Background: an optimization exercise with open tools, aiming at small area and a short achievable clock period. Do not read the settings as production practice. The RTL was checked by simulation tests, not by an equivalence proof against the original design. Power and IR drop assume default switching activity.

ember:
==> flow/design.v (excerpt) <==
module btb_sat #(
   parameter int ENTRIES  = 8,
   parameter int IDX_W    = 3,
   parameter int PC_W     = 32,
   parameter int CNT_W    = 2,
   parameter int CNT_INIT = 2
) (
   input  logic            clk,
   input  logic            reset,
   input  logic [PC_W-1:0] pc_in,
   output logic            hit,
   output logic            token,
   output logic [PC_W-1:0] next_pc_out,
   input  logic            is_req_pc,
   input  logic [PC_W-1:0] req_pc,
   input  logic [PC_W-1:0] predict_target,
   input  logic            req_taken,
   input  logic            flush
);
Size: roughly 1,700 cells after synthesis, about 530 flip-flops, roughly 140 I/O pins, about 25,000 µm² of cells after synthesis.
export LEC_CHECK = 0
export ABC_CLOCK_PERIOD_IN_PS = 4000
export CAP_MARGIN = 20
export CORE_MARGIN = 2
export CORE_UTILIZATION = 65
export SETUP_SLACK_MARGIN = 2.8
export SLEW_MARGIN = 20
create_clock -name core_clock -period 8.0 [get_ports {clk}]
standard.sh (not shown) runs the stock make flow with config.mk's settings and CLKGATE_MAP_FILE= SYNTH_SCRIPT=/design/flow/synth_recipe.tcl, a recipe that flattens the netlist after the stock synthesis.
==> flow/flow/run.sh <==
#!/bin/bash
set -euo pipefail
export BUFFER_PORTS_ARGS="-buffer_cell sky130_fd_sc_hd__buf_2"
export CTS_ARGS="-sink_clustering_enable -repair_clock_nets -dont_use_dummy_load -sink_clustering_size 20 -sink_clustering_max_diameter 80"
PLATFORM_DONT_USE="sky130_fd_sc_hd__probe_p_8 sky130_fd_sc_hd__probec_p_8 sky130_fd_sc_hd__lpflow_bleeder_1 sky130_fd_sc_hd__lpflow_clkbufkapwr_1 sky130_fd_sc_hd__lpflow_clkbufkapwr_16 sky130_fd_sc_hd__lpflow_clkbufkapwr_2 sky130_fd_sc_hd__lpflow_clkbufkapwr_4 sky130_fd_sc_hd__lpflow_clkbufkapwr_8 sky130_fd_sc_hd__lpflow_clkinvkapwr_1 sky130_fd_sc_hd__lpflow_clkinvkapwr_16 sky130_fd_sc_hd__lpflow_clkinvkapwr_2 sky130_fd_sc_hd__lpflow_clkinvkapwr_4 sky130_fd_sc_hd__lpflow_clkinvkapwr_8 sky130_fd_sc_hd__lpflow_decapkapwr_12 sky130_fd_sc_hd__lpflow_decapkapwr_3 sky130_fd_sc_hd__lpflow_decapkapwr_4 sky130_fd_sc_hd__lpflow_decapkapwr_6 sky130_fd_sc_hd__lpflow_decapkapwr_8 sky130_fd_sc_hd__lpflow_inputiso0n_1 sky130_fd_sc_hd__lpflow_inputiso0p_1 sky130_fd_sc_hd__lpflow_inputiso1n_1 sky130_fd_sc_hd__lpflow_inputiso1p_1 sky130_fd_sc_hd__lpflow_inputisolatch_1 sky130_fd_sc_hd__lpflow_isobufsrc_1 sky130_fd_sc_hd__lpflow_isobufsrc_16 sky130_fd_sc_hd__lpflow_isobufsrc_2 sky130_fd_sc_hd__lpflow_isobufsrc_4 sky130_fd_sc_hd__lpflow_isobufsrc_8 sky130_fd_sc_hd__lpflow_isobufsrckapwr_16 sky130_fd_sc_hd__lpflow_lsbuf_lh_hl_isowell_tap_1 sky130_fd_sc_hd__lpflow_lsbuf_lh_hl_isowell_tap_2 sky130_fd_sc_hd__lpflow_lsbuf_lh_hl_isowell_tap_4 sky130_fd_sc_hd__lpflow_lsbuf_lh_isowell_4 sky130_fd_sc_hd__lpflow_lsbuf_lh_isowell_tap_1 sky130_fd_sc_hd__lpflow_lsbuf_lh_isowell_tap_2 sky130_fd_sc_hd__lpflow_lsbuf_lh_isowell_tap_4"
EXTRA_DONT_USE="sky130_fd_sc_hd__nor4_1 sky130_fd_sc_hd__nor4_2 sky130_fd_sc_hd__nor4_4 sky130_fd_sc_hd__nor4b_1 sky130_fd_sc_hd__nor4b_2 sky130_fd_sc_hd__nor4b_4 sky130_fd_sc_hd__nor4bb_1 sky130_fd_sc_hd__nor4bb_2 sky130_fd_sc_hd__nor4bb_4"
bash standard.sh "DONT_USE_CELLS=$PLATFORM_DONT_USE $EXTRA_DONT_USE" finish > standard.log 2>&1
ember: all stages complete, timing, DRC and antenna checks passed
Edits applied to the flow inputs when going from ember to harbor:
- CORE_UTILIZATION: 65 -> 40
- SETUP_SLACK_MARGIN: 2.8 -> 0.2
- ABC_CLOCK_PERIOD_IN_PS: 4000 -> unset
==> flow/run.sh (new file) <==
#!/bin/bash
# synth_recipe.tcl (not shown) runs the flow's synth.tcl, then flattens the netlist and writes it again
# the make line also repeats each setting of config.mk as NAME=value (left out here)
make -C /OpenROAD-flow-scripts/flow DESIGN_CONFIG=/design/flow/config.mk WORK_HOME=/design/flow/orfs CLKGATE_MAP_FILE= SYNTH_SCRIPT=/design/flow/synth_recipe.tcl finish
removed: flow/flow/run.sh
removed: flow/standard.sh
Findings:
harbor vs ember: synthesized area down slightly
The higher share of post-route cells with drive strength above 1 came out of ember.
When harbor is measured against ember, its combinational power turns out about 3% higher.
> inputs changed (harbor -> indigo)
- CORE_UTILIZATION: 40 -> 65
- ABC_CLOCK_PERIOD_IN_PS: unset -> 4000
- SETUP_SLACK_MARGIN: 0.2 -> 2.5
==> flow/flow/run.sh (new file) <==
#!/bin/bash
set -euo pipefail
export BUFFER_PORTS_ARGS="-buffer_cell sky130_fd_sc_hd__buf_2"
export CTS_ARGS="-sink_clustering_enable -repair_clock_nets -dont_use_dummy_load -sink_clustering_size 25 -sink_clustering_max_diameter 90"
PLATFORM_DONT_USE="sky130_fd_sc_hd__probe_p_8 sky130_fd_sc_hd__probec_p_8 sky130_fd_sc_hd__lpflow_bleeder_1 sky130_fd_sc_hd__lpflow_clkbufkapwr_1 sky130_fd_sc_hd__lpflow_clkbufkapwr_16 sky130_fd_sc_hd__lpflow_clkbufkapwr_2 sky130_fd_sc_hd__lpflow_clkbufkapwr_4 sky130_fd_sc_hd__lpflow_clkbufkapwr_8 sky130_fd_sc_hd__lpflow_clkinvkapwr_1 sky130_fd_sc_hd__lpflow_clkinvkapwr_16 sky130_fd_sc_hd__lpflow_clkinvkapwr_2 sky130_fd_sc_hd__lpflow_clkinvkapwr_4 sky130_fd_sc_hd__lpflow_clkinvkapwr_8 sky130_fd_sc_hd__lpflow_decapkapwr_12 sky130_fd_sc_hd__lpflow_decapkapwr_3 sky130_fd_sc_hd__lpflow_decapkapwr_4 sky130_fd_sc_hd__lpflow_decapkapwr_6 sky130_fd_sc_hd__lpflow_decapkapwr_8 sky130_fd_sc_hd__lpflow_inputiso0n_1 sky130_fd_sc_hd__lpflow_inputiso0p_1 sky130_fd_sc_hd__lpflow_inputiso1n_1 sky130_fd_sc_hd__lpflow_inputiso1p_1 sky130_fd_sc_hd__lpflow_inputisolatch_1 sky130_fd_sc_hd__lpflow_isobufsrc_1 sky130_fd_sc_hd__lpflow_isobufsrc_16 sky130_fd_sc_hd__lpflow_isobufsrc_2 sky130_fd_sc_hd__lpflow_isobufsrc_4 sky130_fd_sc_hd__lpflow_isobufsrc_8 sky130_fd_sc_hd__lpflow_isobufsrckapwr_16 sky130_fd_sc_hd__lpflow_lsbuf_lh_hl_isowell_tap_1 sky130_fd_sc_hd__lpflow_lsbuf_lh_hl_isowell_tap_2 sky130_fd_sc_hd__lpflow_lsbuf_lh_hl_isowell_tap_4 sky130_fd_sc_hd__lpflow_lsbuf_lh_isowell_4 sky130_fd_sc_hd__lpflow_lsbuf_lh_isowell_tap_1 sky130_fd_sc_hd__lpflow_lsbuf_lh_isowell_tap_2 sky130_fd_sc_hd__lpflow_lsbuf_lh_isowell_tap_4"
EXTRA_DONT_USE="sky130_fd_sc_hd__nor4_1 sky130_fd_sc_hd__nor4_2 sky130_fd_sc_hd__nor4_4 sky130_fd_sc_hd__nor4b_1 sky130_fd_sc_hd__nor4b_2 sky130_fd_sc_hd__nor4b_4 sky130_fd_sc_hd__nor4bb_1 sky130_fd_sc_hd__nor4bb_2 sky130_fd_sc_hd__nor4bb_4"
export GLOBAL_PLACEMENT_ARGS="-timing_driven_net_weight_max 5 -timing_driven_nets_percentage 20"
bash standard.sh "DONT_USE_CELLS=$PLATFORM_DONT_USE $EXTRA_DONT_USE" finish > standard.log 2>&1
==> flow/standard.sh (new file) <==
#!/bin/bash
# synth_recipe.tcl (not shown) runs the flow's synth.tcl, then flattens the netlist and writes it again
# the make line also repeats each setting of config.mk as NAME=value (left out here)
make -C /OpenROAD-flow-scripts/flow DESIGN_CONFIG=/design/flow/config.mk WORK_HOME=/design/flow/orfs CLKGATE_MAP_FILE= SYNTH_SCRIPT=/design/flow/synth_recipe.tcl "${@:-finish}"
removed: flow/run.sh
### Flow results
- Delta (indigo minus harbor): final standard cell utilization of the core has increased; minimum period implied by the final worst setup slack decreased 1.73 ns.
- indigo: synthesized cell count lower than harbor
Input-level comparison between willow and indigo:
- swapping 2.5 for 5.0 in SETUP_SLACK_MARGIN
- swapping 4000 for 2500 in ABC_CLOCK_PERIOD_IN_PS
- swapping 65 for 75 in CORE_UTILIZATION
==> flow/run.sh (new file) <==
#!/bin/bash
# synth_recipe.tcl (not shown) runs the flow's synth.tcl, then flattens the netlist and writes it again
# the make line also repeats each setting of config.mk as NAME=value (left out here)
make -C /OpenROAD-flow-scripts/flow DESIGN_CONFIG=/design/flow/config.mk WORK_HOME=/design/flow/orfs CLKGATE_MAP_FILE= SYNTH_SCRIPT=/design/flow/synth_recipe.tcl finish
removed: flow/flow/run.sh
removed: flow/standard.sh
Results
- Stage in which a tool error killed willow: 4_1_cts.
- Every stage of the flow completed for indigo, and the final layout passed the timing, design-rule and antenna checks.
- Share of synthesized cell area in and, or, nand and nor gates essentially unchanged between willow and indigo.
- willow ends up with a post-placement worst setup slack that is 0.73 ns lower than in indigo.
- When willow is measured against indigo, its synthesized area per cell turns out about 1.2% lower.
- In terms of count of hold buffers inserted by post-cts repair, indigo and willow differ only marginally.
- Area after synthesis went down slightly going from indigo to willow.
- Final weighted congestion in routability-driven placement: willow vs indigo down 0.067
What amber does differently from willow at the input level:
- CORE_UTILIZATION: 75 -> 65
- SETUP_SLACK_MARGIN: 5.0 -> 2.0
- ABC_CLOCK_PERIOD_IN_PS: 2500 -> 4000
==> flow/flow/run.sh (new file) <==
#!/bin/bash
set -euo pipefail
export BUFFER_PORTS_ARGS="-buffer_cell sky130_fd_sc_hd__buf_2"
export CTS_ARGS="-sink_clustering_enable -repair_clock_nets -dont_use_dummy_load -sink_clustering_size 20 -sink_clustering_max_diameter 80"
bash standard.sh > standard.log 2>&1
==> flow/standard.sh (new file) <==
#!/bin/bash
# synth_recipe.tcl (not shown) runs the flow's synth.tcl, then flattens the netlist and writes it again
# the make line also repeats each setting of config.mk as NAME=value (left out here)
make -C /OpenROAD-flow-scripts/flow DESIGN_CONFIG=/design/flow/config.mk WORK_HOME=/design/flow/orfs CLKGATE_MAP_FILE= SYNTH_SCRIPT=/design/flow/synth_recipe.tcl "${@:-finish}"
removed: flow/run.sh
### Flow results
- Looking at the logs for willow and amber, the single run that did not finish was willow.
- willow → amber: initial cell density of the core moved down, count of standard-cell rows moved up, cell area after synthesis level.
- When amber is set beside willow, its vertical die dimension turns out to be about 7% larger.
- Side by side, number of instances in the placed design turned out higher in amber than in willow.
- amber ends up with lower total placed instance area than willow does.
- Max die outline width across willow and amber: amber
- Summary — setup fix buffers added after clock tree synthesis, amber relative to willow: lower, by 257.
- willow -> amber: synthesized cell count delta 0, exact match
### amber -> xenon
- changing SETUP_SLACK_MARGIN from 2.0 to 2.5
From xenon to amber, number of storage elements in the synthesis netlist did not move at all. [compare] base=amber new=xenon: routed wire length higher; multi-input gate share of total cell area saw a decrease; via count shows an increase of about 4.5%; number of standard cells in the layout, taps in and fillers out picked up an extra 66; non-clock buffer total of the final layout rose 67. On xenon: critical path data arrival time is 0.40 ns lower than what amber gave. Note that the maximum frequency recorded for xenon amounts to 1.07 times the value seen in amber.

what the ideal ports hide:
The flow's constraints put no driver on any port. The routed layouts listed below were extracted and timed again, unchanged, in two steps.
Step 1 assumes that a clkbuf_16 drives the clock port and a buf_2 every other input.
Step 2 adds t to the input delays and takes it off the output delays; t is the mean of the earliest and latest rising clock arrival at the registers after step 1. Input paths then give back, and output paths get back, about the clock's delay inside the block.
Slacks: ideal / step 1 / step 2; pairs: ideal / step 1.
| run | t (ns) | setup WS [ns] | worst setup path after step 2 | clock arrival spread, ns |
|---|---|---|---|---|
| ember | 0.602 | 2.519 / 2.465 / 2.351 | input to register | 0.039 / 0.038 |
| harbor | 0.679 | 0.763 / 0.739 / 0.739 | input to output | 0.041 / 0.041 |
| indigo | 0.635 | 2.496 / 2.457 / 2.194 | input to register | 0.039 / 0.039 |
| amber | 0.613 | 1.992 / 1.957 / 1.607 | input to register | 0.072 / 0.073 |
| xenon | 0.622 | 2.391 / 2.333 / 2.183 | input to register | 0.054 / 0.054 |
After both steps every run listed still meets setup and hold. The setup slack of amber, which loses most, moves by -0.035 ns with the drivers and by -0.385 ns with both steps.
